This design comes from an exercise in tuning for small area, a short achievable clock period and few clock cycles on the open sky130 flow, not from production work.
The RTL was checked by simulation tests, not by an equivalence proof against the original design.

## run A
// competitive_node_distance_adapt
module competitive_node_distance_adapt (
    input  logic                  clk,
    input  logic                  rst_n,
    input  logic                  cfg_we,
    input  logic [15:0]           cfg_wdata,
    input  logic                  in_valid,
    output logic                  in_stall,
    input  logic [40:0]           in_data,
    output logic                  out_valid,
    input  logic                  out_stall,
    output logic [34:0]           out_data
);
    localparam int L = 7;                
    localparam logic [1:0] K_SMP  = 2'd0;
    localparam logic [1:0] K_WW   = 2'd1;
    localparam logic [1:0] K_DEN  = 2'd2;
    localparam logic [2:0] DB_IDLE = 3'd0;
    localparam logic [2:0] DB_DENS = 3'd1;    
    localparam logic [2:0] DB_DFIN = 3'd2;
    localparam logic [2:0] DB_RC   = 3'd3;    
    localparam logic [2:0] DB_RFIN = 3'd4;
    function automatic [26:0] booth_enc(input [16:0] v);
        integer j;
        reg [19:0] x;
        begin
            x = {2'b00, v, 1'b0};
            for (j = 0; j < 9; j = j + 1)
            begin
                booth_enc[3*j]   = x[2*j+1] ^ x[2*j];
                booth_enc[3*j+1] = (x[2*j+2] & ~x[2*j+1] & ~x[2*j]) | (~x[2*j+2] & x[2*j+1] & x[2*j]);
                booth_enc[3*j+2] = x[2*j+2];
            end
        end
  ...
Settings: LEC_CHECK=0, CAP_MARGIN=20, CORE_MARGIN=2, CORE_UTILIZATION=55, SLEW_MARGIN=20, TNS_END_PERCENT=100; clock period 12.0 ns.
standard.sh (not shown) runs the stock make flow with config.mk's settings and CLKGATE_MAP_FILE= SYNTH_SCRIPT=/design/flow/synth_recipe.tcl, a recipe that flattens the netlist after the stock synthesis.
==> flow/flow/run.sh <==
#!/bin/bash
# Standard layout, with timing repair aiming at 7.8 ns of setup slack and no dummy clock loads.
set -euo pipefail
bash standard.sh SETUP_SLACK_MARGIN=7.8 \
  CTS_ARGS="-sink_clustering_enable -repair_clock_nets -dont_use_dummy_load" \
  finish > flow_make.log 2>&1
Run A never completed; the flow aborted with a tool error in final report (6_report).
Testbench counts of run A, summed over its fixed seeds: cycles 4,879.
What run B does differently from run A at the input level:
Settings: changing CORE_UTILIZATION from 55 to 40.
==> flow/flow/run.sh <==
#!/bin/bash
# Standard layout, with timing repair aiming at 7.4 ns of setup slack and no dummy clock loads.
set -euo pipefail
bash standard.sh SETUP_SLACK_MARGIN=7.4 \
  CTS_ARGS="-sink_clustering_enable -repair_clock_nets -dont_use_dummy_load" \
  finish > flow_make.log 2>&1
==> summary.txt <==
Run B has completed all stages; timing, DRC and antenna checks passed.
Changes observed in run B relative to run A: number of iterations in the first detailed-routing pass went up 3, via count now smaller, length of routed met3 wiring saw a decrease, fraction of synthesis flops using an asynchronous set or reset pin essentially unchanged.
For run C, these inputs were changed with respect to run B:
==> flow/flow/run.sh <==
#!/bin/bash
# Standard layout, with timing repair aiming at 7.7 ns of setup slack and no dummy clock loads.
set -euo pipefail
bash standard.sh SETUP_SLACK_MARGIN=7.7 \
  CTS_ARGS="-sink_clustering_enable -repair_clock_nets -dont_use_dummy_load" \
  finish > flow_make.log 2>&1
## What came out
Lower number of setup buffers added after CTS goes to run B over run C. Run C has first-pass GRT wire length above what run B had. Run C improves on run B in register-to-register slack. In run C, the global-route usage came out 0.38 points above the value in run B. Run C gives more wire length on met2 than run B did. After detailed routing, run B needs less wire than run C. Cmp run C and run B / fmax / lower: run B. Run C and run B ended up with nearly the same proportion of cell area occupied by multi-input gates.
Input-level comparison between run D and run C:
Settings: CORE_UTILIZATION now 55, was 40.
==> flow/flow/run.sh <==
#!/bin/bash
# Standard layout, with timing repair aiming at 7.5 ns of setup slack and no dummy clock loads.
set -euo pipefail
bash standard.sh SETUP_SLACK_MARGIN=7.5 \
  CTS_ARGS="-sink_clustering_enable -repair_clock_nets -dont_use_dummy_load" \
  finish > flow_make.log 2>&1
Results
- Looking at the reports, run D completed the entire flow and the layout it produced met the timing, DRC and antenna checks.
- Comparing run D and run C, first-iteration DRC count is higher on run C.
- Of run D and run C, run C shows the higher number of rows in the core area, with run D below it.
- Run D ended with more global-route usage than run C.
- Run D against run C: filler-free cell count of the finished design lost about 8%, global-route track usage on met2 picked up an extra 12 points.
- The part of the cycle the worst path needs of run C and that of run D are within noise of each other.
- Cell area after layout ends up lower on run D.
- Clock latency on the worst-skew pair delta for run D relative to run C: 0.05 ns lower

==> static timing again, ports no longer ideal <==
The results above use ideal ports. As a check the final layouts listed here were re-extracted and re-timed, cells and wires unchanged. Step 1 sets driving cells, clkbuf_16 on the clock port and buf_2 on the other inputs (assumed; they add their load-dependent delay and slew). Step 2 moves the port delays by t, midway between the first and last clock arrival at a register: inputs arrive t later, outputs are due t later. That takes back most of the time a late clock gives input paths. Three values: ideal ports, drivers, drivers and shift; two values: the first two.
| run | shift t [ns] | setup WS [ns] | hold slack, ns | slew at the worst register clock pin (ns) | pins driven straight from the clock port |
|---|---|---|---|---|---|
| run B | 0.875 | 7.324 / 7.324 / 6.751 | 0.284 / 0.284 / 0.284 | 0.06 / 0.06 | 1 |
| run C | 0.884 | 7.484 / 7.468 / 7.138 | 0.240 / 0.240 / 0.240 | 0.06 / 0.06 | 1 |
| run D | 0.852 | 7.482 / 7.482 / 6.895 | 0.288 / 0.288 / 0.288 | 0.07 / 0.07 | 1 |
After both steps setup and hold are still met in every run listed. For run D, which loses most, drivers alone change the setup slack by 0.000 ns; drivers and shift together by -0.587 ns.
